What follows belongs to an exercise in optimizing a design on an open flow for small area and a short achievable clock period; a production flow would make more cautious choices. At most, simulation tests tie the RTL to the original design; equivalence was not proved. For runs 1, 7 and 8, only the layout was checked, not whether the RTL still works. Power figures rest on the tool's default switching activity, not on a simulated workload. The flow treats the clock pin as an ideal source, which a real chip does not have.

==> flow/design.v <==
package block_relay_pkg;
	typedef enum logic [1:0] {
		SEQ_IDLE,
		SEQ_FILL,
		SEQ_DRAIN,
		SEQ_CLOSE
	} seq_state_e;
	typedef enum logic [1:0] {
		TX_IDLE,
		TX_START,
		TX_DATA,
		TX_STOP
	} tx_state_e;
	typedef struct packed {
		logic        cyc;
		logic        stb;
		logic        we;
		logic [1:0]  adr;
		logic [15:0] dat;
	} wb_req_t;
	typedef struct packed {
		logic        ack;
		logic [15:0] dat;
	} wb_rsp_t;
	typedef struct packed {
		logic        vld;
		logic [15:0] data;
	} sample_t;
endpackage
module block_relay (
	input  logic        clk,
	input  logic        rst_n,
	input  logic        wb_cyc,
	input  logic        wb_stb,
	input  logic        wb_we,
	input  logic [1:0]  wb_adr,
	input  logic [15:0] wb_dat_i,
	output logic        wb_ack,
	output logic [15:0] wb_dat_o,
	input  logic        in_vld,
	input  logic [15:0] in_data,
	output logic        in_rdy,
	output logic        uart_txd
);
	logic       nrdy_o;    
	logic       act;       
	logic       drn;       
	logic       cls;       
	logic [5:0] cnt;       
	logic [5:0] pos;       
	logic [1:0] baud;      
	logic [3:0] slot;      
	logic       hi;        
	logic       smp_vld;   
	logic       mv;        
	logic       hold;      
	logic       ntxd_q;    
	logic [6:0] len_q;     
	logic       rdy;
	logic       accept;
	logic       first;
	logic       fill_last;
	logic       bit_end;
	logic       turn;
	assign rdy       = !drn && !cls;
	assign accept    = in_vld && rdy;
	assign first     = accept && !act;
	assign fill_last = act ? (cnt == 6'd1) : (len_q == 7'd1);
	assign bit_end   = (baud == 2'd3);
	assign turn      = mv && !smp_vld;
	assign in_rdy   = !nrdy_o;
	assign uart_txd = !ntxd_q;
	function automatic logic need_of(input logic [5:0] p, input logic [3:0] s, input logic h);
		logic       m16;
		logic [3:0] mask;
		m16  = h || s == 4'd7 || s == 4'd8;
		mask = {m16, m16 || s != 4'd15, 2'b11};
		need_of = (~p[3:0] & mask) != 4'd0;
	endfunction
	logic       act_n, drn_n, cls_n, nrdy_o_n, hi_n;
	logic [5:0] cnt_n, pos_n;
	logic [1:0] baud_n;
	logic [3:0] slot_n;
	logic       mv_n;
	always_comb begin
		act_n   = act;
		drn_n   = drn;
		cls_n   = 1'b0;
		nrdy_o_n = nrdy_o;
		cnt_n   = cnt;
		pos_n   = pos;
		baud_n  = baud;
		slot_n  = slot;
		hi_n    = hi;
		if (first) begin
			pos_n = len_q[5:0];
		end
		if (turn && need_of(pos, slot, hi)) begin
			pos_n = pos + 6'd1;
		end
		if (accept) begin
			if (fill_last) begin
				nrdy_o_n = 1'b1;
				act_n   = 1'b0;
				drn_n   = 1'b1;
				cnt_n   = first ? len_q[5:0] : pos;
				slot_n  = 4'd15;
				hi_n    = 1'b0;
				baud_n  = 2'd0;
			end else begin
				act_n = 1'b1;
				cnt_n = first ? 6'(len_q - 7'd1) : cnt - 6'd1;
			end
		end else if (drn) begin
			baud_n = baud + 2'd1;
			case (slot)
				4'd8: begin
					if (bit_end) begin
						if (!hi) begin
							hi_n   = 1'b1;
							slot_n = 4'd15;
						end else begin
							slot_n = 4'd9;
						end
					end
				end
				4'd9: begin
					baud_n = 2'd0;
					if (cnt != 6'd1) begin
						cnt_n  = cnt - 6'd1;
						hi_n   = 1'b0;
						slot_n = 4'd15;
					end else begin
						slot_n = 4'd10;
					end
				end
				4'd10: begin
					drn_n = 1'b0;
					cls_n = 1'b1;
				end
				default: begin
					if (bit_end) begin
						slot_n = slot + 4'd1;
					end
				end
			endcase
		end else if (cls) begin
			nrdy_o_n = 1'b0;
		end
	end
	logic       turn_n;
	logic [5:0] pos_d;
	logic [3:0] slot_d;
	logic       hi_d;
	logic       more;
	always_comb begin
		more   = cnt != 6'd1;
		pos_d  = (turn && need_of(pos, slot, hi)) ? pos + 6'd1 : pos;
		slot_d = slot;
		hi_d   = hi;
		case (slot)
			4'd8: begin
				if (bit_end) begin
					slot_d = hi ? 4'd9 : 4'd15;
					hi_d   = 1'b1;
				end
			end
			4'd9: begin
				slot_d = more ? 4'd15 : 4'd10;
				hi_d   = !more;
			end
			4'd10: begin
				slot_d = slot;
			end
			default: begin
				if (bit_end) begin
					slot_d = slot + 4'd1;
				end
			end
		endcase
		turn_n = drn && slot != 4'd10 && (need_of(pos_d, slot_d, hi_d) || (slot_d == 4'd9 && more));
	end
	assign mv_n = accept || turn_n;
	always_ff @(posedge clk or negedge rst_n) begin
		if (!rst_n) begin
			nrdy_o  <= 1'b0;
			act     <= 1'b0;
			drn     <= 1'b0;
			cls     <= 1'b0;
			cnt     <= '0;
			pos     <= '0;
			baud    <= '0;
			slot    <= '0;
			hi      <= 1'b0;
		end else begin
			nrdy_o  <= nrdy_o_n;
			act     <= act_n;
			drn     <= drn_n;
			cls     <= cls_n;
			cnt     <= cnt_n;
			pos     <= pos_n;
			baud    <= baud_n;
			slot    <= slot_n;
			hi      <= hi_n;
		end
	end
	always_ff @(posedge clk) begin
		smp_vld <= accept;
		mv      <= mv_n;
		hold    <= !mv_n;
	end
	logic [1023:0] ring;
	always_ff @(posedge clk) begin
		if (rdy || mv) begin
			ring[15:0] <= rdy ? in_data : ring[1023:1008];
		end
	end
	always_ff @(posedge clk) begin
		ring[1023:16] <= ({1008{mv}} & ring[1007:0]) | ({1008{hold}} & ring[1023:16]);
	end
	logic [3:0] bidx;
	logic       dbit;
	assign bidx = {hi, slot[2:0]};
	always_comb begin
		if (bidx == 4'd0) begin
			dbit = ring[{pos[5:2], 2'b11, 4'd0}];
		end else if (!bidx[3]) begin
			dbit = ring[{pos[5:3], 3'b111, bidx}];
		end else begin
			dbit = ring[{pos[5:4], 4'b1111, bidx}];
		end
	end
	always_ff @(posedge clk or negedge rst_n) begin
		if (!rst_n) begin
			ntxd_q <= 1'b0;
		end else if (drn && baud == 2'd0) begin
			ntxd_q <= slot == 4'd15 || (!slot[3] && !dbit);
		end
	end
	logic        req;
	logic        take;
	logic        req_q;    
	logic        ack_q;
	logic [14:0] blk_cnt;
	logic [14:0] blk_nxt;
	logic        busy_nxt;
	logic [6:0]  len_clamped;
	logic [15:0] dat_q;
	assign req  = wb_cyc && wb_stb;
	assign take = req && !req_q;
	always_ff @(posedge clk or negedge rst_n) begin
		if (!rst_n) begin
			req_q <= 1'b0;
			ack_q <= 1'b0;
		end else begin
			req_q <= req;
			ack_q <= take;
		end
	end
	always_comb begin
		if (wb_dat_i == 16'd0) begin
			len_clamped = 7'd1;
		end else if (wb_dat_i > 16'(64)) begin
			len_clamped = 7'(64);
		end else begin
			len_clamped = wb_dat_i[6:0];
		end
	end
	always_ff @(posedge clk or negedge rst_n) begin
		if (!rst_n) begin
			len_q <= 7'(10);
		end else if (take && wb_we && wb_adr == 2'd0) begin
			len_q <= len_clamped;
		end
	end
	assign blk_nxt = cls ? blk_cnt + 15'd1 : blk_cnt;
	always_ff @(posedge clk or negedge rst_n) begin
		if (!rst_n) begin
			blk_cnt <= '0;
		end else begin
			blk_cnt <= blk_nxt;
		end
	end
	assign busy_nxt = !(cls || (rdy && !act && !in_vld));
	always_ff @(posedge clk) begin
		case (wb_adr)
			2'd0:    dat_q <= 16'(wb_we ? len_clamped : len_q);
			2'd1:    dat_q <= {blk_nxt, busy_nxt};
			default: dat_q <= 16'h0000;
		endcase
	end
	assign wb_ack   = ack_q;
	assign wb_dat_o = dat_q;
endmodule
==> flow/flow/run.sh <==
#!/bin/bash
# Standard layout (standard.sh: the standard flow's synthesis, floorplan, power grid, place,
# CTS, route), with these changes to how it is made:
#  - ports are buffered with buf_2 cells, which repair can resize,
#  - clock tree: larger sink clusters and no dummy loads.
set -euo pipefail
MARGIN=$(cat flow/margin.txt)
bash standard.sh \
  "SETUP_SLACK_MARGIN=${MARGIN}" \
  "BUFFER_PORTS_ARGS=-buffer_cell sky130_fd_sc_hd__buf_2" \
  "CTS_ARGS=-sink_clustering_enable -repair_clock_nets -dont_use_dummy_load" \
  finish > orfs_make.log 2>&1
==> flow/flow/margin.txt <==
7
==> flow/standard.sh <==
#!/bin/bash
# synth_recipe.tcl (not shown) runs the flow's synth.tcl, then flattens the netlist and writes it again
# the make line also repeats each setting of config.mk as NAME=value (left out here)
make -C /OpenROAD-flow-scripts/flow DESIGN_CONFIG=/design/flow/config.mk WORK_HOME=/design/flow/orfs CLKGATE_MAP_FILE= SYNTH_SCRIPT=/design/flow/synth_recipe.tcl "${@:-finish}"
==> flow/config.mk <==
export PLATFORM = sky130hd
export DESIGN_NAME = block_relay
export DESIGN_NICKNAME = block_relay
export VERILOG_FILES = /design/flow/design.v
export SDC_FILE = /design/flow/constraint.sdc
export NUM_CORES = 4
export LEC_CHECK = 0
export CAP_MARGIN = 20
export CORE_MARGIN = 2
export CORE_UTILIZATION = 60
export SLEW_MARGIN = 20
==> flow/constraint.sdc <==
create_clock -name core_clock -period 10.0 [get_ports {clk}]
set_input_delay 2.0000 -clock core_clock [delete_from_list [all_inputs] [get_ports {clk}]]
set_output_delay 2.0000 -clock core_clock [all_outputs]
set_load 0.01 [all_outputs]
==> results_dict.tcl, run 1 <==
set metrics [dict create \
    area_growth_pct 9.57 \
    cts.clk_slew.worst_paths_ps 50 \
    internal_power_uw 8650 \
    finalSetupViolCount 0 \
    h-tree-depth 3 \
    synth_top_area_frac 0.584 \
    p_clk_frac 0.256 \
    rsz0062_at_grt "true" \
    grt_max_degree 227 \
    synthTopCellsByArea "dfxtp_1 (58%), a22o_1 (25%), dfrtp_1 (3.3%)" \
    switching_power_uw 3920 \
    num_antenna_cells 0 \
    numPortBuffers 58 \
    ys_seq_area_frac 0.632 \
    wl_met3_um 2570 \
    die_area_um2 60600 \
    wl_per_cell_um 19.5 \
    drc_errors 0 \
    report.final.hold_viol_count 0 \
    crit_path_max_fanout 2 \
    maxCapViolations 0 \
    pwr-share-seq 0.510 \
    min_path_type "reg -> reg" \
    ys_ff_latch 1091 \
    drt-total-wl_um 68600 \
    sw_frac_of_total 0.312 \
    critPathLaunchType "flip-flop" \
    cts_tree "done" \
    tns_ps 0 \
    ctsHoldBuffers 0 \
    root_buffer "clkbuf_16" \
    gr-total-overflow 0 \
    slew_headroom 0.318 \
    met1_length_um 35200 \
    cp-startpoint "nrdy_o" \
    p_total_uw 12600 \
    top_layer "met4" \
    pwr_density_cell_nw_per_um2 326 \
    die_height_um 246 \
    synth_async_sr_flop_share 0.0440 \
    p_leak_uw 0.0157 \
    yosys_warnings 1 \
    clock_latency_ps 640 \
    grt_pass1_wl_um 111000 \
    initial_core_util 0.609 \
    boundaryPins 59 \
    ant_nets 0 \
    route.met2.wl_um 29500 \
    tightestPinTransition_ps 1020 \
    via_per_inst 6.26 \
    yosysMostFrequentCell "dfxtp_1" \
    period_needed_ps 3220 \
    r2r_start "slot[1]" \
    skew_ps 45.5 \
    grt_pass1_vias 20741 \
    track_usage 0.222 \
    fp.dieW_um 246 \
    numCtsBuffers 102 \
    synth_cell_types 78 \
    fin_nets 2812 \
    antenna_found_initial 0 \
    ys.flop_type "dfxtp_1" \
    syn-cell-area_um2 35200 \
    cp-end-kind "primary output" \
    core_area_um2 57800 \
    synth_nets 2873 \
    worstPathRequired_ps 8000 \
    synth_common_cells "dfxtp_1 (1027), a22o_1 (1008), clkbuf_1 (231), nand2_1 (57), nor2_1 (48)" \
    finalWeightedCongestion 0.862 \
    yosys.area.top_type "dfxtp_1" \
    vias 22040 \
    clockBufferDepth 3 \
    finalMaxSlewViolations 0 \
    core.rowCount 88 \
    hp-start "ring[6]" \
    fillers 4347 \
    drt_iter0_drc 1856 \
    status "finished clean" \
    dr.pass1.iters 7 \
    combPwrFrac 0.234 \
    hpwlAfterDp_um 39700 \
    postSynthAreaPerCell_um2 12.5 \
    drive_gt1_frac 0.0961 \
    synth_cells 2820 \
    fin_util 0.667 \
    post-route-period-util 0.322 \
    path_class "reg -> out" \
    cts_sinks 1091 \
    crit_arrival_ps 1220 \
    synth-edff-count 16 \
    ir_worst_vdd_v 0.000339 \
    fmax_mhz 311 \
]
==> registers in the layout, indices dropped and copies added (netlist names) <==
register	flops
ring	1024
dat_q	16
blk_cnt	15
len_q	7
cnt	6
pos	6
slot	4
baud	2
ack_q	1
act	1
cls	1
drn	1
hi	1
hold	1
mv	1
nrdy_o	1
ntxd_q	1
req_q	1
smp_vld	1
==> worst max-delay path: stages, from the launching register on <==
cell and delay [ps]:
dfrtp_1 400, inv_1 80, buf_6 100
==> final timing paths <==
path / end / slack (ps) / cells after the start
setup / recovery: in_rdy / 6780 / 2
hold / removal: ring[22] / 420 / 1
setup reg to reg: hold / 7100 / 11
hold reg to reg: ring[22] / 420 / 1
max in group asynchronous: slot[0] / 7990 / 2
min in group asynchronous: blk_cnt[6] / 1480 / 2
==> power by group through the flow <==
stage / Combinational [µW] / Sequential, µW / Clock (µW)
4_1_cts: 2890 / 6410 / 3300
3_5_place_dp: 2800 / 6480 / 0
6_report: 2940 / 6410 / 3220
2_1_floorplan: 2450 / 6120 / 0
3_3_place_gp: 2720 / 6460 / 0
5_1_grt: 3260 / 6540 / 3480
==> placed cells by master, fill, tap and decap left out, types with 19 or more instances in the layout <==
master | Yosys | routed
a21oi_1 | 22 | 20
a22o_1 | 1008 | 1008
buf_2 | 11 | 53
clkbuf_16 | 0 | 102
dfrtp_1 | 46 | 45
dfxtp_1 | 1027 | 1023
mux2_2 | 26 | 26
mux2i_1 | 19 | 19
nand2_1 | 57 | 56
nor2_1 | 48 | 48
nor3_1 | 21 | 21
o21ai_0 | 33 | 27
==> through the flow <==
stage	cell area (µm²)	setup slack (ps)	hold slack, ps	cells
5_1_grt	38600	6730	444	3522
4_1_cts	38400	6730	415	3515
3_3_place_gp	35700	6330	418	3406
3_5_place_dp	35700	6310	428	3406
6_report	38600	6780	417	3522
2_1_floorplan	35200	6550	388	2820
==> layout make-up <==
| cell class | count | area, µm² | share of cell area |
|---|---|---|---|
| Tap cell | 765 | 957 | 0.0248 |
| Timing Repair Buffer | 91 | 753 | 0.0195 |
| Sequential cell | 1091 | 22300 | 0.577 |
| Multi-Input combinational cell | 1453 | 12000 | 0.311 |
| Clock buffer | 102 | 2550 | 0.0662 |
| Inverter | 20 | 81.3 | 0.00211 |
==> cell families (layout without fill, tap and decap cells) <==
group                      Yosys count  after routing  share of synthesized area
adders and majority gates           13             13                    0.00462
muxes                               53             53                     0.0188
AOI/OAI and AO/OA                 1144           1144                      0.277
and+or+nand+nor                    221            221                     0.0317
buffers and inverters              276            213                     0.0309
xor gates and xnor gates            22             22                    0.00547
DFF                               1091           1091                      0.632
==> timing repair <==
action / 4_1_cts / 5_1_grt
endpoints found under the setup margin: 284 / 566
gates cloned: 1 / 0
pin swaps: 2 / 6
gates resized for setup: 16 / 29
setup buffers: 6 / 6
==> per-layer routing <==
metal | global-route usage | up-vias
met3 | 0.0370 | 110
met1 | 0.341 | 10908
met2 | 0.324 | 379
met4 | 0.0572 | 0
met5 | 0 | -
li1 | - | 10643
==> inputs of run 2 (changes only) <==
--- a/flow/design.v
+++ b/flow/design.v
@@ -56,2 +56,3 @@
 	logic       hold;      
+	logic       txd_h;     
 	logic       ntxd_q;    
@@ -79,3 +80,3 @@
 	endfunction
-	logic       act_n, drn_n, cls_n, nrdy_o_n, hi_n;
+	logic       act_n, drn_n, cls_n, hi_n;
 	logic [5:0] cnt_n, pos_n;
@@ -88,3 +89,2 @@
 		cls_n   = 1'b0;
-		nrdy_o_n = nrdy_o;
 		cnt_n   = cnt;
@@ -102,3 +102,2 @@
 			if (fill_last) begin
-				nrdy_o_n = 1'b1;
 				act_n   = 1'b0;
@@ -146,4 +145,2 @@
 			endcase
-		end else if (cls) begin
-			nrdy_o_n = 1'b0;
 		end
@@ -195,3 +192,3 @@
 		end else begin
-			nrdy_o  <= nrdy_o_n;
+			nrdy_o  <= drn_n || cls_n;
 			act     <= act_n;
@@ -232,7 +229,11 @@
 	end
-	always_ff @(posedge clk or negedge rst_n) begin
-		if (!rst_n) begin
+	logic txd_n;
+	assign txd_n = (drn && baud == 2'd0) ? (slot != 4'd15 && (slot[3] || dbit)) : txd_h;
+	always_ff @(posedge clk or negedge rst_n) begin
+		if (!rst_n) begin
+			txd_h  <= 1'b1;
 			ntxd_q <= 1'b0;
-		end else if (drn && baud == 2'd0) begin
-			ntxd_q <= slot == 4'd15 || (!slot[3] && !dbit);
+		end else begin
+			txd_h  <= txd_n;
+			ntxd_q <= !txd_n;
 		end
--- a/flow/flow/run.sh
+++ b/flow/flow/run.sh
@@ -10,3 +10,3 @@
   "BUFFER_PORTS_ARGS=-buffer_cell sky130_fd_sc_hd__buf_2" \
-  "CTS_ARGS=-sink_clustering_enable -repair_clock_nets -dont_use_dummy_load" \
+  "CTS_ARGS=-sink_clustering_enable -repair_clock_nets -sink_clustering_size 40 -sink_clustering_max_diameter 50 -dont_use_dummy_load" \
   finish > orfs_make.log 2>&1
==> run 2 against run 1 <==
Worst setup slack better by 12 ps. Design area down 0.95%. Utilization decreased by 0.76 points. Sequential share of layout area up 0.66 points. Clock-buffer cell count down 21. Critical path type unchanged. Global-route usage rose by 0.11 points. Critical path depth is the same. Hold slack worse by 24 ps. Largest power group unchanged. Still clean on timing, DRC and antenna.
==> results_dict.tcl, run 2 <==
set metrics [dict create \
    p_leak_uw 0.0151 \
    ys.flop_type "dfxtp_1" \
    cp-end-kind "primary output" \
    reg2reg_to "ntxd_q" \
    cts_sinks 1092 \
    boundaryPins 59 \
    ctsHoldBuffers 0 \
    clockBufferDepth 3 \
    final_cell_mix "dfxtp_1 (1016), a22o_1 (1008), clkbuf_16 (82)" \
    drt_iter0_drc 1675 \
    ant_nets 0 \
    status "finished clean" \
    drive_gt1_frac 0.0959 \
    met1_length_um 34900 \
    yosys.area.top_type "dfxtp_1" \
    gr-total-overflow 0 \
    skew_ps 75.7 \
    grt_pass1_wl_um 111000 \
    dr.pass1.iters 5 \
    fin_nets 2797 \
    fp.dieW_um 247 \
    synth_top_area_frac 0.583 \
    tightestPinTransition_ps 1010 \
    ir_worst_vdd_v 0.000149 \
    finalSetupViolCount 0 \
    postSynthAreaPerCell_um2 12.5 \
    post-route-period-util 0.320 \
    core_area_um2 57900 \
    synth-edff-count 16 \
    core.rowCount 88 \
    wl_per_cell_um 19.6 \
    vias 21842 \
    synth_async_sr_flop_share 0.0449 \
    synthTopCellsByArea "dfxtp_1 (58%), a22o_1 (25%), dfrtp_1 (3.3%)" \
    synth_top_family_by_area "compound AO/OA/AOI/OAI gates" \
    initial_core_util 0.609 \
    period_needed_ps 3200 \
    hpwlAfterDp_um 40300 \
    ys_ff_latch 1092 \
    hp-start "req_q" \
    route.met2.wl_um 30200 \
    root_buffer "clkbuf_16" \
    crit_arrival_ps 1200 \
    yosys_warnings 1 \
    slew_headroom 0.327 \
    synth.area.mux_share 0.0184 \
    synth_cell_types 66 \
    finalMaxSlewViolations 0 \
    top_layer "met5" \
    tns_ps 0 \
    grt_pass1_vias 20387 \
    synth_nets 2886 \
    synth_xor_area_frac 0.00744 \
    regMostFlops "ring" \
    maxCapViolations 0 \
    worstPathRequired_ps 8000 \
    slowest_stage "dfrtp_2" \
    critPathLaunchType "flip-flop" \
    synth_fa_ha_area_frac 0.00461 \
    die_height_um 247 \
    report.final.hold_viol_count 0 \
    worstRegToRegCells 9 \
    path_class "reg -> out" \
    design_area_um2 38200 \
    largest_reg_flops 1024 \
    crit_path_max_fanout 1 \
    rsz0062_at_grt "true" \
    synth_cells 2833 \
    synth_common_cells "dfxtp_1 (1027), a22o_1 (1008), clkbuf_1 (227), nand2_1 (57), nor2_1 (50)" \
    ys_seq_area_frac 0.631 \
    path_cells "inv_2 -> buf_6" \
    finalWeightedCongestion 0.849 \
    min_path_type "reg -> reg" \
    syn-cell-area_um2 35300 \
    drc_errors 0 \
    cts_tree "done" \
    die_area_um2 60800 \
    pwr_density_cell_nw_per_um2 188 \
    synth-simple-area-share 0.0308 \
    yosysMostFrequentCell "dfxtp_1" \
    hold-path-cell-count 1 \
    h-tree-depth 3 \
    num_antenna_cells 0 \
    area_growth_pct 8.29 \
    reg2reg_slack_ps 7110 \
    numPortBuffers 58 \
    fillers 4286 \
    track_usage 0.223 \
    r2r_start "slot[0]" \
    final_common_cell "dfxtp_1" \
    antenna_found_initial 1 \
    numCtsBuffers 81 \
    via_per_inst 6.23 \
    drt-total-wl_um 68700 \
    slowest_delay_ps 450 \
    cts.clk_slew.worst_paths_ps 60 \
    grt_max_degree 278 \
    reg_top3 "ring (1024), dat_q (16), blk_cnt (15)" \
    dpl_cell_area_um2 35800 \
    worstHoldEndpoint "ack_q" \
    wl_met3_um 2490 \
    synth_compound_area_frac 0.277 \
    fmax_mhz 312 \
    clock_latency_ps 640 \
]
## run 2: cell count changes in the layout (fill, tap and decap cells not counted), sizes merged, moves of 5 or more
cell    previous run  this run
clkbuf           103        82
o221ai             1         7
o211ai             4        12
nor3              22        17
xor2               7        17
o21ai             38        31
o22ai              7         2
a31oi              9         2
## run 2: what timing repair did
item / 4_1_cts / 5_1_grt
setup endpoints to repair: 140 / 498
resized for setup: 22 / 54
pin swaps: 1 / 5
cloned: 1 / 1
setup buffers: 3 / 6
## run 2: layout make-up
cell class | count | area, µm² | share of cell area
multi-input cells | 1460 | 12100 | 0.315
clock buffers | 81 | 2030 | 0.0530
repair buffers | 88 | 805 | 0.0211
flip-flops and latches | 1092 | 22300 | 0.583
well taps | 765 | 957 | 0.0250
inverters | 21 | 80.1 | 0.00210
## run 2: how the worst max path moves through the flow
stage                      startpoint  endpoint  depth (start not counted)
after floorplan           wb_dat_i[2]  dat_q[3]                          7
after global placement    wb_dat_i[2]  dat_q[3]                          8
after detailed placement      slot[1]    ntxd_q                          9
after CTS                      nrdy_o    in_rdy                          2
after global routing           nrdy_o    in_rdy                          2
final                          nrdy_o    in_rdy                          2
## run 2: critical path, delay by kind of cell (launching register included)
family / cells / cell delay [ps]
buffers and inverters: 2 / 150
DFF: 1 / 450
## run 2: cell families (layout without fill, tap and decap cells)
| family | Yosys count | after routing |
|---|---|---|
| flip-flops | 1092 | 1092 |
| multiplexers | 53 | 53 |
| AND/OR/NAND/NOR | 219 | 219 |
| buffers and inverters | 281 | 190 |
| XOR/XNOR | 30 | 30 |
| adder cells (fa/ha/maj) | 13 | 13 |
| AO/OA/AOI/OAI | 1145 | 1145 |
## run 2: per-stage QoR
stage,hold WS (ps),setup WS [ps],cells,total power [µW],util
after floorplan,388,6550,2833,4470,-
after global placement,400,6310,3414,4490,0.617
after detailed placement,408,6200,3414,4490,0.617
after CTS,391,6730,3499,7260,0.655
after global routing,418,6740,3507,7430,0.660
final,393,6800,3507,7190,0.660
## run 2: per-layer routing
| layer | global-route usage | up-vias |
|---|---|---|
| met5 | 0 | - |
| met4 | 0.0519 | 2 |
| met3 | 0.0367 | 92 |
| met2 | 0.332 | 275 |
| met1 | 0.340 | 10883 |
| li1 | - | 10590 |
## run 2: power breakdown
part           internal, µW  total, µW  switching (µW)
Combinational          11.6       28.2            16.6
Sequential             4360       4360            1.59
Clock                  1430       2800            1370
Total                  5800       7190            1390
==> inputs of run 3 (changes only) <==
--- a/flow/flow/run.sh
+++ b/flow/flow/run.sh
@@ -10,3 +10,3 @@
   "BUFFER_PORTS_ARGS=-buffer_cell sky130_fd_sc_hd__buf_2" \
-  "CTS_ARGS=-sink_clustering_enable -repair_clock_nets -sink_clustering_size 40 -sink_clustering_max_diameter 50 -dont_use_dummy_load" \
+  "CTS_ARGS=-sink_clustering_enable -repair_clock_nets -sink_clustering_size 25 -sink_clustering_max_diameter 60 -dont_use_dummy_load" \
   finish > orfs_make.log 2>&1
--- a/flow/config.mk
+++ b/flow/config.mk
@@ -10,2 +10,3 @@
 export CORE_UTILIZATION = 60
+export GPL_TIMING_DRIVEN = 1
 export SLEW_MARGIN = 20
==> run 3 against run 2 <==
Critical path depth stayed put. First-iteration DRC count is 4.6% higher. Power is 7.7% lower. Hold slack better by 25 ps. Utilization is 1.1 points lower. Clock skew is 26 ps lower. Worst setup slack worse by 38 ps. Clock power is about 20% lower.
==> results_dict.tcl, run 3 <==
set metrics [dict create \
    finalWeightedCongestion 0.849 \
    numPortBuffers 58 \
    numCtsBuffers 55 \
    setup_ws_ps 6760 \
    area_growth_pct 6.43 \
    dr.pass1.iters 5 \
    yosys.area.top_type "dfxtp_1" \
    cts_sinks 1092 \
    num_antenna_cells 0 \
    cp-end-kind "primary output" \
    reg_top3 "ring (1024), dat_q (16), blk_cnt (15)" \
    path_buf_inv 2 \
    slew_headroom 0.221 \
    p_total_uw 6640 \
    dp_slack_ps 6200 \
    final_cell_mix "dfxtp_1 (1015), a22o_1 (1008), clkbuf_16 (56)" \
    status "finished clean" \
    ys_ff_latch 1092 \
    synth_nets 2886 \
    via_per_inst 6.21 \
    boundaryPins 59 \
    yosys_warnings 1 \
    die_area_um2 60800 \
    drc_errors 0 \
    core.rowCount 88 \
    grt_pass1_wl_um 110000 \
    h-tree-depth 2 \
    core_area_um2 57900 \
    ys.flop_type "dfxtp_1" \
    crit_path_max_fanout 1 \
    p_leak_uw 0.0147 \
    critPathLaunchType "flip-flop" \
    fin_nets 2771 \
    track_usage 0.220 \
    synth_cell_types 66 \
    antenna_found_initial 1 \
    critPathTopFamily "flip-flops" \
    grt_pass1_vias 20213 \
    path_cells "inv_2 -> buf_6" \
    maxCapViolations 0 \
    report.final.hold_viol_count 0 \
    die_height_um 247 \
    skew_ps 49.2 \
    drive_gt1_frac 0.0880 \
    yosysMostFrequentCell "dfxtp_1" \
    synth-edff-count 16 \
    tns_ps 0 \
    clock_latency_ps 630 \
    postSynthAreaPerCell_um2 12.5 \
    regMostFlops "ring" \
    drt-total-wl_um 68000 \
    finalSetupViolCount 0 \
    hpwlAfterDp_um 40300 \
    synth_top_area_frac 0.583 \
    gr-total-overflow 0 \
    final_common_cell "dfxtp_1" \
    min_path_type "reg -> reg" \
    largest_reg_flops 1024 \
    finalMaxSlewViolations 0 \
    vias 21604 \
    syn-cell-area_um2 35300 \
    slowest_stage "dfrtp_2" \
    wl_per_cell_um 19.5 \
    synth_common_cells "dfxtp_1 (1027), a22o_1 (1008), clkbuf_1 (227), nand2_1 (57), nor2_1 (50)" \
    period_needed_ps 3240 \
    ant_nets 0 \
    cts_tree "done" \
    ctsHoldBuffers 0 \
    post-route-period-util 0.324 \
    fmax_mhz 308 \
    clockBufferDepth 3 \
    drt_iter0_drc 1752 \
    synth_async_sr_flop_share 0.0449 \
    cts.clk_slew.worst_paths_ps 90 \
    crit_arrival_ps 1240 \
    root_buffer "clkbuf_16" \
    pwr_density_cell_nw_per_um2 177 \
    rsz0062_at_grt "true" \
    synth_cells 2833 \
    ys_seq_area_frac 0.631 \
    grt_max_degree 278 \
    worstPathRequired_ps 8000 \
    initial_core_util 0.609 \
    ir_worst_vdd_v 0.000159 \
    synthTopCellsByArea "dfxtp_1 (58%), a22o_1 (25%), dfrtp_1 (3.3%)" \
    path_class "reg -> out" \
    tightestPinTransition_ps 1170 \
    slowest_delay_ps 460 \
    fin_util 0.649 \
    fp.dieW_um 247 \
]
## run 3: cell type report
type | count | area (µm²)
Multi-Input combinational cell | 1460 | 12100
Timing Repair Buffer | 88 | 795
Inverter | 21 | 82.6
Tap cell | 765 | 957
Clock buffer | 55 | 1380
Sequential cell | 1092 | 22300
Fill cell | 4372 | 20400
## run 3: worst paths after layout
path	from	slack [ps]	end	depth (start not counted)
max in group asynchronous	rst_n	7940	slot[1]	2
min in group asynchronous	rst_n	1500	blk_cnt[6]	2
worst max-delay path	nrdy_o	6760	in_rdy	2
worst min-delay path	req_q	420	ack_q	1
worst min register to register	req_q	420	ack_q	1
worst max register to register	slot[0]	7150	ntxd_q	9
## run 3: timing repair
item | in CTS | in global routing
endpoints found under the setup margin | 140 | 258
gates resized for setup | 23 | 53
buffers inserted | 3 | 6
gates cloned | 1 | 1
pin swaps | 1 | 5
## run 3: per-layer routing
metal  track usage  vias up  wire (µm)
met4        0.0455        2       1080
met2         0.330      273      29800
met1         0.340    10725      34700
met3        0.0281       71       2370
met5             0        -         12
li1              -    10533          -
## run 3: through the flow
| stage | hold WS [ps] | cell area (µm²) | instances |
|---|---|---|---|
| after floorplan | 388 | 35300 | 2833 |
| after global placement | 400 | 35800 | 3414 |
| after detailed placement | 408 | 35800 | 3414 |
| after CTS | 416 | 37300 | 3473 |
| after global routing | 448 | 37600 | 3481 |
| final | 418 | 37600 | 3481 |
## run 3: kinds of logic after synthesis
logic type / after synthesis / synth area share
and+or+nand+nor: 219 / 0.0308
adders and majority gates: 13 / 0.00461
muxes: 53 / 0.0184
buffers and inverters: 281 / 0.0306
DFF: 1092 / 0.631
AOI/OAI and AO/OA: 1145 / 0.277
xor gates and xnor gates: 30 / 0.00744
## run 3: power by group
group          total [µW]  leakage (µW)  switching, µW  internal, µW
Sequential           4360       0.00898           1.60          4360
Clock                2250      0.000678           1270           978
Combinational        28.2       0.00507           16.6          11.6
Total                6640        0.0147           1290          5350
==> inputs of run 4 (changes only) <==
--- a/flow/config.mk
+++ b/flow/config.mk
@@ -10,3 +10,2 @@
 export CORE_UTILIZATION = 60
-export GPL_TIMING_DRIVEN = 1
 export SLEW_MARGIN = 20
==> run 4 against run 3 <==
Via count stayed put. Still clean on timing, DRC and antenna. Sequential share of layout area stayed put. Largest power group unchanged. Hold slack stayed put. Synthesized cell count stayed put. Register-to-register slack hardly changed. Critical endpoint unchanged. Clock-buffer cell count stayed put. Largest cell class unchanged.
==> results_dict.tcl, run 4 <==
set metrics [dict create \
    synth_compound_area_frac 0.277 \
    vias 21604 \
    cts_sinks 1092 \
    area_growth_pct 6.43 \
    via_per_inst 6.21 \
    critPathLaunchType "flip-flop" \
    ant_nets 0 \
    report.final.hold_viol_count 0 \
    skew_ps 49.2 \
    clock_latency_ps 630 \
    rsz0062_at_grt "true" \
    drt_iter0_drc 1752 \
    antenna_found_initial 1 \
    synth_nets 2886 \
    final_cell_mix "dfxtp_1 (1015), a22o_1 (1008), clkbuf_16 (56)" \
    postSynthAreaPerCell_um2 12.5 \
    die_area_um2 60800 \
    numCtsBuffers 55 \
    synth_fa_ha_area_frac 0.00461 \
    dp_slack_ps 6200 \
    cts_tree "done" \
    synth_common_cells "dfxtp_1 (1027), a22o_1 (1008), clkbuf_1 (227), nand2_1 (57), nor2_1 (50)" \
    whs_ps 418 \
    ys.flop_type "dfxtp_1" \
    regMostFlops "ring" \
    synth_top_area_frac 0.583 \
    synth_top_family_by_area "compound AO/OA/AOI/OAI gates" \
    reg_top3 "ring (1024), dat_q (16), blk_cnt (15)" \
    drc_errors 0 \
    yosys.area.top_type "dfxtp_1" \
    crit_arrival_ps 1240 \
    synth_xor_area_frac 0.00744 \
    post-route-period-util 0.324 \
    cts.clk_slew.worst_paths_ps 90 \
    stdcell_count 3481 \
    grt_pass1_wl_um 110000 \
    ctsHoldBuffers 0 \
    grt_pass1_vias 20213 \
    crit_path_max_fanout 1 \
    grt_max_degree 278 \
    dr.pass1.iters 5 \
    wl_per_cell_um 19.5 \
    ys_ff_latch 1092 \
    cp-end-kind "primary output" \
    placedCellCount 3414 \
    pwr_density_cell_nw_per_um2 177 \
    largest_reg_flops 1024 \
    min_path_type "reg -> reg" \
    core_area_um2 57900 \
    yosys_warnings 1 \
    yosysMostFrequentCell "dfxtp_1" \
    boundaryPins 59 \
    p_total_uw 6640 \
    hpwlAfterDp_um 40300 \
    tns_ps 0 \
    synth_cells 2833 \
    ir_worst_vdd_v 0.000159 \
    h-tree-depth 2 \
    root_buffer "clkbuf_16" \
    finalWeightedCongestion 0.849 \
    synth_async_sr_flop_share 0.0449 \
    setup_ws_ps 6760 \
    fp.dieW_um 247 \
    finalSetupViolCount 0 \
    num_antenna_cells 0 \
    tightestPinTransition_ps 1170 \
    synthTopCellsByArea "dfxtp_1 (58%), a22o_1 (25%), dfrtp_1 (3.3%)" \
    synth-simple-area-share 0.0308 \
    maxCapViolations 0 \
    die_height_um 247 \
    gr-total-overflow 0 \
    numPortBuffers 58 \
    status "finished clean" \
    p_leak_uw 0.0147 \
    slew_headroom 0.221 \
    ys_seq_area_frac 0.631 \
    track_usage 0.220 \
    synth_cell_types 66 \
    fillers 4372 \
    path_class "reg -> out" \
    initial_core_util 0.609 \
    synth-edff-count 16 \
    worstPathRequired_ps 8000 \
    drive_gt1_frac 0.0880 \
    clockBufferDepth 3 \
    finalMaxSlewViolations 0 \
    drt-total-wl_um 68000 \
    period_needed_ps 3240 \
    core.rowCount 88 \
    final_common_cell "dfxtp_1" \
    fin_nets 2771 \
    synth.area.mux_share 0.0184 \
    fmax_mhz 308 \
    syn-cell-area_um2 35300 \
]
## run 4: per-layer routing
| layer | wire length, µm | global-route usage |
|---|---|---|
| met5 | 12 | 0 |
| met4 | 1080 | 0.0455 |
| met3 | 2370 | 0.0281 |
| met2 | 29800 | 0.330 |
| met1 | 34700 | 0.340 |
## run 4: cells by family (layout without fill, tap and decap cells)
group / after synthesis / count (layout)
xor gates and xnor gates: 30 / 30
DFF: 1092 / 1092
and+or+nand+nor: 219 / 219
buffers and inverters: 281 / 164
adders and majority gates: 13 / 13
muxes: 53 / 53
AOI/OAI and AO/OA: 1145 / 1145
## run 4: path summary, 6_finish.rpt
kind	startpoint	to	slack, ps	cells past startpoint
min reg2reg	req_q	ack_q	420	1
min in group asynchronous	rst_n	blk_cnt[6]	1500	2
max	nrdy_o	in_rdy	6760	2
min	req_q	ack_q	420	1
max in group asynchronous	rst_n	slot[1]	7940	2
max reg2reg	slot[0]	ntxd_q	7150	9
## run 4: layout make-up
cell class,count,area [µm²],area share
clock buffers,55,1380,0.0366
inverters,21,82.6,0.00220
multi-input cells,1460,12100,0.321
flip-flops and latches,1092,22300,0.594
repair buffers,88,795,0.0212
well taps,765,957,0.0255
## run 4: repair_timing
action | CTS | global route
setup buffers | 3 | 6
endpoints found under the setup margin | 140 | 258
gates cloned | 1 | 1
pin swaps | 1 | 5
resized for setup | 23 | 53
## run 4: where the power goes
part	internal [µW]	switching, µW
logic	11.6	16.6
clock network	978	1270
registers	4360	1.60
## run 4: stage by stage
step	utilization	area, µm²
2_1_floorplan	-	35300
3_3_place_gp	0.617	35800
3_5_place_dp	0.617	35800
4_1_cts	0.644	37300
5_1_grt	0.649	37600
6_report	0.649	37600
## run 4: worst max-delay path, cell delays in order (launching register included)
cell and delay (ps):
dfrtp_2 460, inv_2 60, buf_6 90
==> inputs of run 5 (changes only) <==
--- a/flow/flow/run.sh
+++ b/flow/flow/run.sh
@@ -10,3 +10,3 @@
   "BUFFER_PORTS_ARGS=-buffer_cell sky130_fd_sc_hd__buf_2" \
-  "CTS_ARGS=-sink_clustering_enable -repair_clock_nets -sink_clustering_size 25 -sink_clustering_max_diameter 60 -dont_use_dummy_load" \
+  "CTS_ARGS=-sink_clustering_enable -repair_clock_nets -sink_clustering_size 30 -sink_clustering_max_diameter 80 -dont_use_dummy_load" \
   finish > orfs_make.log 2>&1
==> run 5 against run 4 <==
Flip-flop and latch count unchanged. Area after synthesis is the same. Register-to-register slack hardly changed. Via count down 0.28%. Fmax is 0.39% higher. Power is 3.3% lower. Largest cell class unchanged.
==> results_dict.tcl, run 5 <==
set metrics [dict create \
    status "finished clean" \
    combPwrFrac 0.004 \
    tns_ps 0 \
    switching_power_uw 1250 \
    grt_pass1_vias 20078 \
    synth_top_area_frac 0.583 \
    core.rowCount 88 \
    synthTopCellsByArea "dfxtp_1 (58%), a22o_1 (25%), dfrtp_1 (3.3%)" \
    cts_sinks 1092 \
    period_needed_ps 3230 \
    wl_per_cell_um 19.5 \
    h-tree-depth 2 \
    drt-total-wl_um 67700 \
    num_antenna_cells 0 \
    sw_frac_of_total 0.195 \
    synth_cells 2833 \
    regMostFlops "ring" \
    p_clk_frac 0.316 \
    path_cells "inv_2 -> buf_6" \
    cp-startpoint "nrdy_o" \
    report.final.hold_viol_count 0 \
    die_height_um 247 \
    post-route-period-util 0.323 \
    fillers 4415 \
    p_total_uw 6420 \
    maxCapViolations 0 \
    slowest_stage "dfrtp_2" \
    syn-cell-area_um2 35300 \
    use_met1 0.339 \
    ctsHoldBuffers 0 \
    internal_power_uw 5170 \
    vias 21543 \
    skew_ps 64.8 \
    rsz0062_at_grt "true" \
    fin_nets 2760 \
    cts.clk_slew.worst_paths_ps 110 \
    drc_errors 0 \
    cp-end-kind "primary output" \
    pwr-share-seq 0.680 \
    p_leak_uw 0.0146 \
    yosys_warnings 1 \
    ys_ff_latch 1092 \
    worstPathRequired_ps 8000 \
    drive_gt1_frac 0.0839 \
    crit_arrival_ps 1230 \
    postSynthAreaPerCell_um2 12.5 \
    tightestPinTransition_ps 1120 \
    synth_common_cells "dfxtp_1 (1027), a22o_1 (1008), clkbuf_1 (227), nand2_1 (57), nor2_1 (50)" \
    reg2reg_to "ntxd_q" \
    ant_nets 0 \
    boundaryPins 59 \
    drt_iter0_drc 1904 \
    synth_async_sr_flop_share 0.0449 \
    finalMaxSlewViolations 0 \
    min_path_type "reg -> reg" \
    fmax_mhz 310 \
    largest_reg_flops 1024 \
    clock_latency_ps 620 \
    ys_seq_area_frac 0.631 \
    slowest_delay_ps 460 \
    antenna_found_initial 0 \
    fp.dieW_um 247 \
    ys.flop_type "dfxtp_1" \
    numPortBuffers 58 \
    grt_busiest_layer "met1" \
    finalSetupViolCount 0 \
    crit_path_max_fanout 1 \
    gr-total-overflow 0 \
    final_common_cell "dfxtp_1" \
    slew_headroom 0.256 \
    core_area_um2 57900 \
    worstRegToRegCells 9 \
    pwr_density_cell_nw_per_um2 172 \
    reg2reg_slack_ps 7160 \
    r2r_start "slot[1]" \
    hpwlAfterDp_um 40300 \
    die_area_um2 60800 \
    synth_nets 2886 \
    final_cell_mix "dfxtp_1 (1016), a22o_1 (1008), nand2_1 (51)" \
    finalWeightedCongestion 0.849 \
    grt_pass1_wl_um 110000 \
    dr.pass1.iters 5 \
    critPathLaunchType "flip-flop" \
    root_buffer "clkbuf_16" \
    yosysMostFrequentCell "dfxtp_1" \
    track_usage 0.219 \
    crit_end "in_rdy" \
    yosys.area.top_type "dfxtp_1" \
    path_class "reg -> out" \
    cts_tree "done" \
    via_per_inst 6.21 \
    use_met3 0.0291 \
    grt_use_met2 0.329 \
    clockBufferDepth 3 \
    initial_core_util 0.609 \
    numCtsBuffers 44 \
    reg_top3 "ring (1024), dat_q (16), blk_cnt (15)" \
    synth-edff-count 16 \
    area_growth_pct 5.65 \
    ir_worst_vdd_v 0.000162 \
    synth_cell_types 66 \
    grt_max_degree 278 \
]
[run 5: cell counts after synthesis]
No cell type changed its count.
[run 5: logic make-up after synthesis]
kind of cell               synth area share
DFF                                   0.631
xor gates and xnor gates            0.00744
AOI/OAI and AO/OA                     0.277
muxes                                0.0184
buffers and inverters                0.0306
and+or+nand+nor                      0.0308
adders and majority gates           0.00461
[run 5: metal layers]
layer	wire, µm	vias up
li1	-	10516
met3	2330	54
met1	34600	10735
met2	29800	238
met5	0	-
met4	880	0
[run 5: worst max-delay path, delay by kind of cell, from the launching register on]
family	cells	cell delay, ps
flops	1	460
buf+inv	2	150
[run 5: final cells by class]
type                            instances  area, µm²  share of cell area
Tap cell                              765        957              0.0257
Multi-Input combinational cell       1460      12100               0.323
Timing Repair Buffer                   88        790              0.0212
Clock buffer                           44       1100              0.0295
Sequential cell                      1092      22300               0.598
Inverter                               21       82.6             0.00221
[run 5: worst min-delay path by stage]
stage	from	depth (start not counted)	end	slack [ps]
2_1_floorplan	req_q	1	ack_q	390
4_1_cts	req_q	1	ack_q	420
6_report	req_q	1	ack_q	420
5_1_grt	req_q	1	ack_q	450
3_3_place_gp	req_q	1	ack_q	400
3_5_place_dp	req_q	1	ack_q	410
[run 5: timing repair]
action / in CTS / in global routing
setup buffers: 6 / 3
endpoints found under the setup margin: 139 / 258
resized for setup: 22 / 52
gates cloned: 1 / 1
pin swaps: 1 / 6
[run 5: power by group through the flow]
| stage | Combinational, µW | Sequential (µW) | Clock (µW) |
|---|---|---|---|
| 3_5_place_dp | 25.7 | 4460 | 0 |
| 3_3_place_gp | 25.4 | 4460 | 0 |
| 6_report | 28.5 | 4360 | 2030 |
| 4_1_cts | 26.5 | 4360 | 2090 |
| 5_1_grt | 31.7 | 4360 | 2240 |
| 2_1_floorplan | 7.12 | 4460 | 0 |
[run 5: metrics by stage]
step	worst slack, ps	area, µm²	utilization	std cells	hold WS (ps)
finish	6770	37300	0.644	3470	423
global route	6710	37300	0.644	3470	454
CTS	6700	37000	0.639	3465	421
detailed placement	6200	35800	0.617	3414	408
global placement	6310	35800	0.617	3414	400
floorplan	6550	35300	-	2833	388
==> inputs of run 6 (changes only) <==
--- a/flow/flow/run.sh
+++ b/flow/flow/run.sh
@@ -10,3 +10,3 @@
   "BUFFER_PORTS_ARGS=-buffer_cell sky130_fd_sc_hd__buf_2" \
-  "CTS_ARGS=-sink_clustering_enable -repair_clock_nets -sink_clustering_size 30 -sink_clustering_max_diameter 80 -dont_use_dummy_load" \
+  "CTS_ARGS=-sink_clustering_enable -repair_clock_nets -sink_clustering_size 35 -sink_clustering_max_diameter 70 -dont_use_dummy_load" \
   finish > orfs_make.log 2>&1
==> run 6 against run 5 <==
Synthesized cell count unchanged. Via count grew 0.37%. Clock-buffer cell count is 1 higher. Non-clock buffer count rose by 1.
==> results_dict.tcl, run 6 <==
set metrics [dict create \
    clock_latency_ps 640 \
    grt_busiest_layer "met1" \
    drt_iter0_drc 1734 \
    rsz0062_at_grt "true" \
    synth_cells 2833 \
    period_needed_ps 3180 \
    synth_cell_types 66 \
    drive_gt1_frac 0.0850 \
    drt-total-wl_um 67500 \
    boundaryPins 59 \
    synth.area.mux_share 0.0184 \
    p_leak_uw 0.0146 \
    stdcell_count 3472 \
    p_total_uw 6440 \
    gr-total-overflow 0 \
    maxCapViolations 0 \
    wl_per_cell_um 19.5 \
    num_antenna_cells 0 \
    slew_headroom 0.299 \
    vias 21622 \
    h-tree-depth 2 \
    finalSetupViolCount 0 \
    ant_nets 0 \
    syn-cell-area_um2 35300 \
    postSynthAreaPerCell_um2 12.5 \
    skew_ps 95.2 \
    synth_xor_area_frac 0.00744 \
    report.final.hold_viol_count 0 \
    reg_top3 "ring (1024), dat_q (16), blk_cnt (15)" \
    pwr_density_cell_nw_per_um2 172 \
    use_met1 0.341 \
    synth_common_cells "dfxtp_1 (1027), a22o_1 (1008), clkbuf_1 (227), nand2_1 (57), nor2_1 (50)" \
    area_growth_pct 5.73 \
    synth_async_sr_flop_share 0.0449 \
    core_area_um2 57900 \
    yosys_warnings 1 \
    track_usage 0.219 \
    tightestPinTransition_ps 1050 \
    core.rowCount 88 \
    antenna_found_initial 0 \
    grt_max_degree 278 \
    initial_core_util 0.609 \
    final_cell_mix "dfxtp_1 (1016), a22o_1 (1008), nand2_1 (51)" \
    clockBufferDepth 3 \
    cts_sinks 1092 \
    hpwlAfterDp_um 40300 \
    fin_util 0.644 \
    status "finished clean" \
    finalMaxSlewViolations 0 \
    grt_pass1_vias 20034 \
    worstPathRequired_ps 8000 \
    cp-end-kind "primary output" \
    numCtsBuffers 45 \
    synth-edff-count 16 \
    via_per_inst 6.23 \
    ys_seq_area_frac 0.631 \
    die_area_um2 60800 \
    synth_nets 2886 \
    regMostFlops "ring" \
    yosys.area.top_type "dfxtp_1" \
    synth_top_family_by_area "compound AO/OA/AOI/OAI gates" \
    dpl_cell_area_um2 35800 \
    fillers 4407 \
    finalWeightedCongestion 0.849 \
    use_met3 0.0289 \
    post-route-period-util 0.318 \
    grt_pass1_wl_um 110000 \
    min_path_type "reg -> reg" \
    path_class "reg -> out" \
    cts_tree "done" \
    cts.clk_slew.worst_paths_ps 70 \
    numPortBuffers 58 \
    fp.dieW_um 247 \
    final_common_cell "dfxtp_1" \
    tns_ps 0 \
    synth_compound_area_frac 0.277 \
    fmax_mhz 315 \
    die_height_um 247 \
    placedCellCount 3414 \
    fin_nets 2762 \
    ir_worst_vdd_v 0.000170 \
    yosysMostFrequentCell "dfxtp_1" \
    synth-simple-area-share 0.0308 \
    critPathLaunchType "flip-flop" \
    dr.pass1.iters 5 \
    crit_arrival_ps 1180 \
    ys.flop_type "dfxtp_1" \
    synth_fa_ha_area_frac 0.00461 \
    synth_top_area_frac 0.583 \
    largest_reg_flops 1024 \
    synthTopCellsByArea "dfxtp_1 (58%), a22o_1 (25%), dfrtp_1 (3.3%)" \
    root_buffer "clkbuf_16" \
    drc_errors 0 \
    ys_ff_latch 1092 \
    design_area_um2 37300 \
    crit_path_max_fanout 1 \
    grt_use_met2 0.328 \
]
run 6: cell counts after synthesis:
Identical to the previous run, type by type.
run 6: layout make-up:
type                       count  area, µm²  share of cell area
sequential                  1092      22300               0.598
multi-input combinational   1460      12100               0.323
clock buffer                  45       1130              0.0302
tap                          765        957              0.0257
timing repair buffer          89        796              0.0213
inverter                      21       80.1             0.00215
run 6: critical path, cell delays in order (launching register included):
cell     delay, ps
dfrtp_2        440
inv_2           60
buf_6           90
run 6: worst paths after layout:
| kind | start | to | slack, ps | cells after the start |
|---|---|---|---|---|
| worst max-delay path | nrdy_o | in_rdy | 6820 | 2 |
| worst min-delay path | req_q | ack_q | 420 | 1 |
| worst max register to register | slot[0] | ntxd_q | 7150 | 9 |
| worst min register to register | req_q | ack_q | 420 | 1 |
| max in group asynchronous | rst_n | slot[1] | 7910 | 2 |
| min in group asynchronous | rst_n | pos[4] | 1500 | 2 |
run 6: logic make-up after synthesis:
group,after synthesis
AOI/OAI and AO/OA,1145
xor gates and xnor gates,30
adders and majority gates,13
buffers and inverters,281
DFF,1092
muxes,53
and+or+nand+nor,219
run 6: per-stage QoR:
stage,worst slack (ps),hold WS [ps]
2_1_floorplan,6550,388
3_3_place_gp,6310,400
3_5_place_dp,6200,408
4_1_cts,6740,419
5_1_grt,6760,440
6_report,6820,420
run 6: what timing repair did:
item,in CTS,in global routing
hold buffers,0,0
buffers inserted,6,4
gates cloned,1,1
hold endpoints to repair,0,0
pin swaps,1,6
resized for setup,23,51
endpoints found under the setup margin,140,256
run 6: power breakdown:
group | switching (µW) | internal [µW]
Sequential | 1.55 | 4360
Clock | 1230 | 812
Combinational | 16.6 | 11.6
Total | 1250 | 5180
run 6: metal layers:
layer / wire [µm] / vias to the layer above / part of all wire
li1: - / 10515 / -
met1: 34400 / 10783 / 0.51
met2: 29600 / 265 / 0.44
met3: 2650 / 59 / 0.039
met4: 935 / 0 / 0.014
met5: 0 / - / 0
==> inputs of run 7 (changes only) <==
--- a/flow/design.v
+++ b/flow/design.v
@@ -29,2 +29,29 @@
 endpackage
+module relay_read (
+	input  logic        wb_we,
+	input  logic [1:0]  wb_adr,
+	input  logic [15:0] wb_dat_i,
+	input  logic [6:0]  len_q,
+	input  logic [14:0] blk_nxt,
+	input  logic        busy_nxt,
+	output logic [6:0]  len_clamped,
+	output logic [15:0] dat_n
+);
+	always_comb begin
+		if (wb_dat_i == 16'd0) begin
+			len_clamped = 7'd1;
+		end else if (wb_dat_i > 16'(64)) begin
+			len_clamped = 7'(64);
+		end else begin
+			len_clamped = wb_dat_i[6:0];
+		end
+	end
+	always_comb begin
+		case (wb_adr)
+			2'd0:    dat_n = 16'(wb_we ? len_clamped : len_q);
+			2'd1:    dat_n = {blk_nxt, busy_nxt};
+			default: dat_n = 16'h0000;
+		endcase
+	end
+endmodule
 module block_relay (
@@ -260,11 +287,13 @@
 	end
-	always_comb begin
-		if (wb_dat_i == 16'd0) begin
-			len_clamped = 7'd1;
-		end else if (wb_dat_i > 16'(64)) begin
-			len_clamped = 7'(64);
-		end else begin
-			len_clamped = wb_dat_i[6:0];
-		end
-	end
+	logic [15:0] dat_n;
+	relay_read u_read (
+		.wb_we       (wb_we),
+		.wb_adr      (wb_adr),
+		.wb_dat_i    (wb_dat_i),
+		.len_q       (len_q),
+		.blk_nxt     (blk_nxt),
+		.busy_nxt    (busy_nxt),
+		.len_clamped (len_clamped),
+		.dat_n       (dat_n)
+	);
 	always_ff @(posedge clk or negedge rst_n) begin
@@ -286,7 +315,3 @@
 	always_ff @(posedge clk) begin
-		case (wb_adr)
-			2'd0:    dat_q <= 16'(wb_we ? len_clamped : len_q);
-			2'd1:    dat_q <= {blk_nxt, busy_nxt};
-			default: dat_q <= 16'h0000;
-		endcase
+		dat_q <= dat_n;
 	end
--- a/flow/flow/run.sh
+++ b/flow/flow/run.sh
@@ -10,3 +10,3 @@
   "BUFFER_PORTS_ARGS=-buffer_cell sky130_fd_sc_hd__buf_2" \
-  "CTS_ARGS=-sink_clustering_enable -repair_clock_nets -sink_clustering_size 35 -sink_clustering_max_diameter 70 -dont_use_dummy_load" \
+  "CTS_ARGS=-sink_clustering_enable -repair_clock_nets -sink_clustering_size 25 -sink_clustering_max_diameter 60 -dont_use_dummy_load" \
   finish > orfs_make.log 2>&1
--- a/flow/config.mk
+++ b/flow/config.mk
@@ -11 +11,2 @@
 export SLEW_MARGIN = 20
+export SYNTH_HIERARCHICAL = 1
==> run 7 against run 6 <==
Area after synthesis is 0.43% higher. Via count grew 0.76%. Utilization down 0.42 points. Sequential power increased by 24%. Non-clock buffer count is 8 lower. Flip-flop and latch count did not move. Clock skew is 38 ps lower. Sequential share of layout area down 0.40 points. Critical path depth did not move. Fmax increased by 0.29%. Global-route usage fell by 0.31 points. Synthesized cell count about the same. Largest power group unchanged.
==> results_dict.tcl, run 7 <==
set metrics [dict create \
    rsz0062_at_grt "true" \
    path_cells "inv_2 -> buf_6" \
    synth_cells 2832 \
    gr-total-overflow 0 \
    antenna_found_initial 1 \
    status "finished clean" \
    finalWeightedCongestion 0.823 \
    initial_core_util 0.604 \
    core_area_um2 58700 \
    worstPathRequired_ps 8000 \
    post-route-period-util 0.317 \
    syn-cell-area_um2 35400 \
    yosys.area.top_type "dfxtp_1" \
    root_buffer "clkbuf_16" \
    synth_async_sr_flop_share 0.0449 \
    h-tree-depth 2 \
    die_area_um2 61000 \
    cts.clk_slew.worst_paths_ps 100 \
    via_per_inst 6.25 \
    synth_cell_types 87 \
    die_height_um 247 \
    ir_worst_vdd_v 0.000213 \
    report.final.hold_viol_count 0 \
    finalMaxSlewViolations 0 \
    finalSetupViolCount 0 \
    clock_latency_ps 630 \
    numPortBuffers 58 \
    synth_nets 2885 \
    crit_arrival_ps 1170 \
    hpwlAfterDp_um 39500 \
    drive_gt1_frac 0.0852 \
    pwr-share-seq 0.607 \
    synth_top_area_frac 0.580 \
    critPathTopFamily "flip-flops" \
    switching_power_uw 2330 \
    synth_common_cells "dfxtp_1 (1027), a22o_1 (1009), clkbuf_1 (224), nand2_1 (51), dfrtp_1 (46)" \
    ys_ff_latch 1092 \
    synth-edff-count 16 \
    min_path_type "reg -> reg" \
    grt_pass1_wl_um 109000 \
    ys.flop_type "dfxtp_1" \
    reg_top3 "ring (1024), dat_q (16), blk_cnt (15)" \
    core.rowCount 89 \
    maxCapViolations 0 \
    largest_reg_flops 1024 \
    skew_ps 57.4 \
    path_buf_inv 2 \
    cts_sinks 1092 \
    track_usage 0.216 \
    fmax_mhz 316 \
    fp.dieW_um 247 \
    p_leak_uw 0.0149 \
    internal_power_uw 6550 \
    path_class "reg -> out" \
    cp-end-kind "primary output" \
    ys_seq_area_frac 0.628 \
    grt_max_degree 262 \
    final_cell_mix "dfxtp_1 (1015), a22o_1 (1009), clkbuf_16 (57)" \
    regMostFlops "ring" \
    clockBufferDepth 3 \
    wl_per_cell_um 19.4 \
    drt-total-wl_um 67600 \
    p_clk_frac 0.253 \
    slowest_delay_ps 390 \
    critPathLaunchType "flip-flop" \
    slowest_stage "dfrtp_1" \
    fin_util 0.640 \
    cts_tree "done" \
    boundaryPins 59 \
    drt_iter0_drc 1635 \
    fin_nets 2767 \
    num_antenna_cells 0 \
    ant_nets 0 \
    pwr_density_cell_nw_per_um2 237 \
    slew_headroom 0.339 \
    combPwrFrac 0.140 \
    tightestPinTransition_ps 991 \
    tns_ps 0 \
    area_growth_pct 5.99 \
    crit_path_max_fanout 1 \
    yosysMostFrequentCell "dfxtp_1" \
    drc_errors 0 \
    numCtsBuffers 55 \
    vias 21787 \
    synthTopCellsByArea "dfxtp_1 (58%), a22o_1 (25%), dfrtp_1 (3.2%)" \
    postSynthAreaPerCell_um2 12.5 \
    grt_pass1_vias 20294 \
    dr.pass1.iters 5 \
    sw_frac_of_total 0.262 \
    period_needed_ps 3170 \
    yosys_warnings 8 \
    final_common_cell "dfxtp_1" \
]
run 7: power by group through the flow:
stage / combinational, µW / sequential [µW] / clock (µW)
floorplan: 1010 / 5300 / 0
global placement: 1160 / 5470 / 0
detailed placement: 1190 / 5480 / 0
CTS: 1240 / 5380 / 2320
global route: 1370 / 5460 / 2470
finish: 1250 / 5390 / 2250
run 7: metal layers:
metal / GRT usage / vias to the layer above / share of wire
met4: 0.0427 / 0 / 0.013
met5: 0 / - / 0
met3: 0.0272 / 64 / 0.031
li1: - / 10573 / -
met2: 0.320 / 259 / 0.43
met1: 0.337 / 10891 / 0.52
run 7: final cells by class:
type                            instances  area [µm²]
Sequential cell                      1092       22300
Fill cell                            4507       21100
Multi-Input combinational cell       1458       12100
Clock buffer                           55        1380
Tap cell                              773         967
Timing Repair Buffer                   81         699
Inverter                               26         101
run 7: cells by family (layout without fill, tap and decap cells):
| family | after synthesis | after routing | share of synthesized area |
|---|---|---|---|
| compound gates | 1162 | 1162 | 0.280 |
| xor+xnor | 21 | 21 | 0.00519 |
| fa+ha+maj | 13 | 13 | 0.00459 |
| buf+inv | 282 | 162 | 0.0316 |
| flops | 1092 | 1092 | 0.628 |
| mux | 55 | 55 | 0.0179 |
| simple gates | 207 | 207 | 0.0325 |
run 7: worst paths after layout:
| path | start | endpoint | slack (ps) | depth (start not counted) |
|---|---|---|---|---|
| min reg2reg | ring[849] | ring[865] | 430 | 1 |
| max | ntxd_q | uart_txd | 6830 | 2 |
| max in group asynchronous | rst_n | slot[1] | 7930 | 2 |
| max reg2reg | slot[0] | ntxd_q | 7010 | 9 |
| min in group asynchronous | rst_n | nrdy_o | 1530 | 2 |
| min | ring[849] | ring[865] | 430 | 1 |
run 7: repair_timing:
item	in CTS	in global routing
hold endpoints to repair	0	0
setup buffers	2	2
gates cloned	0	2
endpoints found under the setup margin	485	602
gates resized for setup	40	17
hold buffers	0	0
pin swaps	0	1
run 7: modules after synthesis (local to each module, per instance):
module	flip-flops and latches	cells	cell area (µm²)	times used
block_relay	1092	2780	35100	1
relay_read	0	52	349	1
run 7: metrics by stage:
stage | instances | worst slack [ps] | total power (µW) | area, µm² | hold slack (ps)
after global routing | 3485 | 6780 | 9300 | 37600 | 452
after global placement | 3424 | 6170 | 6640 | 35900 | 421
after CTS | 3481 | 6770 | 8950 | 37400 | 433
after detailed placement | 3424 | 6040 | 6670 | 35900 | 415
final | 3485 | 6830 | 8890 | 37600 | 428
after floorplan | 2832 | 6730 | 6310 | 35500 | 389
==> inputs of run 8 (changes only) <==
--- a/flow/flow/run.sh
+++ b/flow/flow/run.sh
@@ -10,3 +10,3 @@
   "BUFFER_PORTS_ARGS=-buffer_cell sky130_fd_sc_hd__buf_2" \
-  "CTS_ARGS=-sink_clustering_enable -repair_clock_nets -sink_clustering_size 25 -sink_clustering_max_diameter 60 -dont_use_dummy_load" \
+  "CTS_ARGS=-sink_clustering_enable -repair_clock_nets -sink_clustering_size 30 -sink_clustering_max_diameter 100 -dont_use_dummy_load" \
   finish > orfs_make.log 2>&1
==> run 8 against run 7 <==
Still clean on timing, DRC and antenna. Synthesized cell count did not move. Cell count fell by 0.37%. Non-clock buffer count did not move. Die area did not move. Flip-flop and latch count did not move. Routed wire length fell by 0.46%. Sequential power barely moved. Global-route usage rose by 0.098 points. Critical path type unchanged. Largest cell class unchanged. Highest routed layer unchanged.
==> results_dict.tcl, run 8 <==
set metrics [dict create \
    rsz0062_at_grt "true" \
    wl_per_cell_um 19.4 \
    via_per_inst 6.24 \
    grt_max_degree 259 \
    setup_ws_ps 6850 \
    postSynthAreaPerCell_um2 12.5 \
    core.rowCount 89 \
    syn-cell-area_um2 35400 \
    tns_ps 0 \
    crit_path_max_fanout 1 \
    cp-end-kind "primary output" \
    fillers 4553 \
    drt_iter0_drc 1720 \
    area_growth_pct 5.07 \
    p_leak_uw 0.0147 \
    h-tree-depth 2 \
    clockBufferDepth 3 \
    report.final.hold_viol_count 0 \
    slew_headroom 0.266 \
    path_buf_inv 2 \
    path_cells "inv_2 -> buf_6" \
    largest_reg_flops 1024 \
    cts.clk_slew.worst_paths_ps 110 \
    critPathLaunchType "flip-flop" \
    die_area_um2 61000 \
    ys_seq_area_frac 0.628 \
    numPortBuffers 58 \
    synth_async_sr_flop_share 0.0449 \
    core_area_um2 58700 \
    yosysMostFrequentCell "dfxtp_1" \
    post-route-period-util 0.315 \
    finalSetupViolCount 0 \
    grt_pass1_wl_um 110000 \
    path_class "reg -> out" \
    slowest_delay_ps 410 \
    track_usage 0.217 \
    finalMaxSlewViolations 0 \
    status "finished clean" \
    synth-edff-count 16 \
    pwr_density_cell_nw_per_um2 231 \
    cts_tree "done" \
    regMostFlops "ring" \
    tightestPinTransition_ps 1100 \
    boundaryPins 59 \
    reg_top3 "ring (1024), dat_q (16), blk_cnt (15)" \
    ant_nets 0 \
    fin_nets 2754 \
    p_total_uw 8620 \
    synth_nets 2885 \
    gr-total-overflow 0 \
    final_common_cell "dfxtp_1" \
    hpwlAfterDp_um 39500 \
    root_buffer "clkbuf_16" \
    ys_ff_latch 1092 \
    dp_slack_ps 6040 \
    synthTopCellsByArea "dfxtp_1 (58%), a22o_1 (25%), dfrtp_1 (3.2%)" \
    cts_sinks 1092 \
    die_height_um 247 \
    yosys_warnings 8 \
    final_cell_mix "dfxtp_1 (1015), a22o_1 (1009), nand2_1 (49)" \
    fp.dieW_um 247 \
    slowest_stage "dfrtp_1" \
    num_antenna_cells 0 \
    drive_gt1_frac 0.0808 \
    whs_ps 430 \
    ctsHoldBuffers 0 \
    fmax_mhz 317 \
    dr.pass1.iters 5 \
    critPathTopFamily "flip-flops" \
    synth_cell_types 87 \
    numCtsBuffers 42 \
    skew_ps 60.1 \
    finalWeightedCongestion 0.823 \
    period_needed_ps 3150 \
    crit_arrival_ps 1150 \
    reg2reg_slack_ps 7010 \
    drc_errors 0 \
    min_path_type "reg -> reg" \
    yosys.area.top_type "dfxtp_1" \
    synth_common_cells "dfxtp_1 (1027), a22o_1 (1009), clkbuf_1 (224), nand2_1 (51), dfrtp_1 (46)" \
    clock_latency_ps 620 \
    ys.flop_type "dfxtp_1" \
    drt-total-wl_um 67300 \
    synth_cells 2832 \
    maxCapViolations 0 \
    synth_top_area_frac 0.580 \
    antenna_found_initial 1 \
    grt_pass1_vias 20330 \
    worstPathRequired_ps 8000 \
    ir_worst_vdd_v 0.000231 \
    vias 21655 \
    initial_core_util 0.604 \
]
-- run 8: worst register-to-register path: cells and delay by family (launching register included) --
kind	cells	cell delay, ps
buffers and inverters	1	310
and+or+nand+nor	2	650
adders and majority gates	1	290
AOI/OAI and AO/OA	5	1200
DFF	1	440
-- run 8: path summary, 6_finish.rpt --
kind / endpoint / cells past startpoint / start
worst max-delay path: uart_txd / 2 / ntxd_q
worst min-delay path: ack_q / 1 / req_q
worst max register to register: ntxd_q / 9 / slot[0]
worst min register to register: ack_q / 1 / req_q
max in group asynchronous: slot[1] / 2 / rst_n
min in group asynchronous: ntxd_q / 2 / rst_n
-- run 8: repair_timing --
item / CTS / global route
pin swaps: 0 / 1
resized for setup: 41 / 15
gates cloned: 1 / 0
endpoints found under the setup margin: 472 / 555
buffers inserted: 2 / 3
-- run 8: routing by layer --
metal / vias to the layer above / wire length [µm] / GRT usage
li1: 10549 / - / -
met1: 10800 / 35300 / 0.339
met2: 245 / 29000 / 0.325
met3: 61 / 2060 / 0.0236
met4: 0 / 959 / 0.0420
met5: - / 0 / 0
-- run 8: modules after synthesis, one instance, submodules excluded --
module | cells inside | flops+latches | copies in the design
block_relay | 2780 | 1092 | 1
relay_read | 52 | 0 | 1
-- run 8: cells by family after synthesis --
family                     count (synthesis)  share of synthesized area
AOI/OAI and AO/OA                       1162                      0.280
xor gates and xnor gates                  21                    0.00519
adders and majority gates                 13                    0.00459
buffers and inverters                    282                     0.0316
DFF                                     1092                      0.628
muxes                                     55                     0.0179
and+or+nand+nor                          207                     0.0325
-- run 8: power breakdown --
part	switching, µW	internal (µW)
clock	1220	761
combinational	635	616
sequential	426	4960
-- run 8: per-stage QoR --
step                instance area, µm²  std cells   util
floorplan                        35500       2832      -
global placement                 35900       3424  0.611
detailed placement               35900       3424  0.611
CTS                              37100       3469  0.633
global route                     37200       3472  0.635
finish                           37200       3472  0.635
-- run 8: area by class of cell --
| cell class | instances | area, µm² | share of cell area |
|---|---|---|---|
| clock buffers | 42 | 1050 | 0.0282 |
| multi-input cells | 1458 | 12100 | 0.326 |
| repair buffers | 81 | 698 | 0.0187 |
| well taps | 773 | 967 | 0.0260 |
| flip-flops and latches | 1092 | 22300 | 0.599 |
| inverters | 26 | 101 | 0.00272 |

==> static timing again, ports no longer ideal <==
The results above use ideal ports. As a check the final layouts listed here were re-extracted and re-timed, cells and wires unchanged.
Step 1 assumes that a clkbuf_16 drives the clock port and a buf_2 every other input.
Step 2, shift: input delay + t, output delay - t, t = (earliest + latest rising clock arrival at the registers) / 2. This alone moves slack from input paths to output paths.
a / b / c = ideal / step 1 / step 2; a / b = the first two.
run	t, ns	slack for setup (ns)	clock arrival spread, ns
run 1	0.685	6.784 / 6.718 / 6.316	0.047 / 0.047
run 2	0.667	6.796 / 6.733 / 6.250	0.076 / 0.076
run 3	0.665	6.757 / 6.692 / 6.261	0.063 / 0.063
run 4	0.665	6.757 / 6.692 / 6.261	0.063 / 0.063
run 5	0.647	6.770 / 6.707 / 6.277	0.064 / 0.065
run 6	0.651	6.822 / 6.760 / 6.259	0.095 / 0.095
run 7	0.665	6.831 / 6.765 / 6.390	0.060 / 0.060
run 8	0.654	6.848 / 6.781 / 6.400	0.067 / 0.066
After both steps every run listed still meets setup and hold. For run 6, which loses most, drivers alone change the setup slack by -0.062 ns; drivers and shift together by -0.563 ns.
